Source: an optimization exercise on an open RTL-to-GDS flow (aim: a short achievable clock period and few clock cycles). Production flows keep margins and buffers that such runs may drop. No driver is modelled on the clock port, so clock power and skew are understated where the tree is cut down; a real chip needs a root buffer or a tree.

v33:
Design lsp_prev_engine, start of the top module:
module lsp_prev_engine
#(
  parameter int M      = 10,
  parameter int NP     = 4,
  parameter int SHIFT  = 3,
  parameter int ADDR_W = 11,
  parameter int DATA_W = 32
) (
  input  logic              clk,
  input  logic              reset,
  input  logic              start,
  input  logic              mode,
  input  logic [ADDR_W-1:0] x_base,
  input  logic [ADDR_W-1:0] g_base,
  input  logic [ADDR_W-1:0] fp_base,
  input  logic [ADDR_W-1:0] fg_base,
  input  logic [ADDR_W-1:0] out_base,
  input  logic [DATA_W-1:0] readIn,
  output logic [ADDR_W-1:0] readAddr,
  output logic [ADDR_W-1:0] writeAddr,
  output logic [DATA_W-1:0] writeOut,
  output logic              writeEn,
  output logic              busy,
  output logic              done
);
  localparam logic signed [31:0] MAX_32 = 32'sh7FFF_FFFF;
  localparam logic signed [31:0] MIN_32 = 32'sh8000_0000;
  ...
For scale: roughly 150 I/O pins, ~29000 um2 of cells after synthesis.
export LEC_CHECK = 0
export ABC_CLOCK_PERIOD_IN_PS = 3000
export CAP_MARGIN = 20
export CORE_MARGIN = 2
export CORE_UTILIZATION = 55
export SLEW_MARGIN = 20
create_clock -name core_clock -period 13.0 [get_ports {clk}]
standard.sh (not shown) runs the stock make flow with config.mk's settings and CLKGATE_MAP_FILE= SYNTH_SCRIPT=/design/flow/synth_recipe.tcl, a recipe that flattens the netlist after the stock synthesis.
==> flow/flow/run.sh <==
#!/bin/bash
# The standard layout (standard.sh), with:
#  - repair_timing aiming for a large setup margin (the SDC and its clock
#    period are unchanged) and resizing not limited to the same footprint;
set -euo pipefail
bash standard.sh SETUP_SLACK_MARGIN=9.6 MATCH_CELL_FOOTPRINT=0 \
  PRE_CTS_TCL="$PWD/flow/cts_tree.tcl" finish > flow_make.log 2>&1
Other scripts of this flow, unchanged in this note and not shown: flow/flow/cts_tree.tcl
v33: all stages complete, timing, DRC and antenna checks passed
Relative to v33, the following input files were edited for v16:
diff --git a/flow/design.v b/flow/design.v
--- a/flow/design.v
+++ b/flow/design.v
@@ -1471,47 +1471,25 @@
     r_gnz    <= r_nz1;
   end
   logic [32:0] w_ts, w_tc;
   lsp_dadda_mac u_mul (.pp(r_pp), .neg(r_ppneg), .acc(r_acc), .s(w_ts), .c(w_tc));
   logic w_special;
   assign w_special = r_wmin & r_wmin_d;
-  logic [32:0] w_ss, w_sc;
-  always_comb begin
+  always_ff @(posedge clk) begin
     if (w_special) begin
-      w_ss = {r_acc[31], r_acc};
-      w_sc = w_sub ? 33'h1_8000_0001 : 33'h0_7FFF_FFFF;
+      r_ts <= {r_acc[31], r_acc};
+      r_tc <= w_sub ? 33'h1_8000_0001 : 33'h0_7FFF_FFFF;
     end else begin
-      w_ss = w_ts;
-      w_sc = w_tc;
+      r_ts <= w_ts;
+      r_tc <= w_tc;
     end
   end
-  always_ff @(posedge clk) begin
-    r_ts <= w_ss ^ w_sc;
-    r_tc <= w_ss & w_sc;
-  end
   logic [32:0] w_t;
   logic [31:0] w_sat;
-  logic [6:0][32:0] w_kg;
-  logic [6:0][32:0] w_kp;
-  logic [32:0] w_cy;           
   always_comb begin
-    w_kg[0] = r_tc;
-    w_kp[0] = r_ts;
-    for (int l = 1; l <= 6; l++) begin
-      for (int i = 0; i < 33; i++) begin
-        if (i >= (1 << (l - 1))) begin
-          w_kg[l][i] = w_kg[l-1][i] | (w_kp[l-1][i] & w_kg[l-1][i - (1 << (l - 1))]);
-          w_kp[l][i] = w_kp[l-1][i] & w_kp[l-1][i - (1 << (l - 1))];
-        end else begin
-          w_kg[l][i] = w_kg[l-1][i];
-          w_kp[l][i] = w_kp[l-1][i];
-        end
-      end
-    end
-    w_cy  = {w_kg[6][31:0], 1'b0};
-    w_t   = r_ts ^ w_cy;
+    w_t   = r_ts + r_tc;
     w_sat = (w_t[32] != w_t[31]) ? (w_t[32] ? MIN_32 : MAX_32) : w_t[31:0];
   end
   logic [31:0] w_p;
   logic [15:0] w_eres;
   always_comb begin
     w_p = r_es + r_ec;
v33 ended up with more cell instances than v16 did.
From v33 to v16 the numbers moved as follows: combined area of the multi-input logic cells now larger; hold slack now larger; inverter count now smaller.
v16 vs v33: global-route met2 utilization down
Compared with v33, v16 has extra setup slack.
Between v33 and v16, the share of cell area taken by flip-flops and latches is lower for v33.
Xor/xnor share of the synthesized area across v33 and v16: no real change.
The final reports for v16 and v33 show quantity of gates resized following cts lower in the former.
Status: routed wire length parity (v16, v33)
There was hardly any difference in synthesized area between v16 and v33.
The multi-input logic cell count in v16 sits 66 above the value recorded for v33.
Post-detailed-route via-to-cell ratio on v16 is up relative to v33.
No run of this note included a check of the RTL's function; only the layout flow was run. In every run of this note, the design's own scripts or RTL, not TritonCTS, make the clock network.

[afterwards: timing with drivers on the ports]
No port has a modelled driver above. Below, the same layouts with a new extraction and two added sets of constraints.
Step 1: set_driving_cell puts a clkbuf_16 on clk and a buf_2 on each other input, an assumption about the parent block.
Step 2 also shifts input and output timing later by t, the mid clock arrival at the registers, as if the neighbouring blocks saw the same clock.
a / b / c = ideal ports / drivers / drivers and shift; a / b = the first two.
| run | shift t [ns] | slack for setup (ns) | worst setup path after step 2 | latest minus earliest clock arrival (ns) | cell pins on the clock port's net |
|---|---|---|---|---|---|
| v33 | 0.483 | 9.425 / 9.358 / 9.388 | input to register | 0.072 / 0.072 | 4 |
| v16 | 0.471 | 9.503 / 9.374 / 9.414 | input to register | 0.046 / 0.046 | 4 |
After both steps setup and hold are still met in every run listed. The setup slack of v16, which loses most, moves by -0.129 ns with the drivers and by -0.089 ns with both steps.
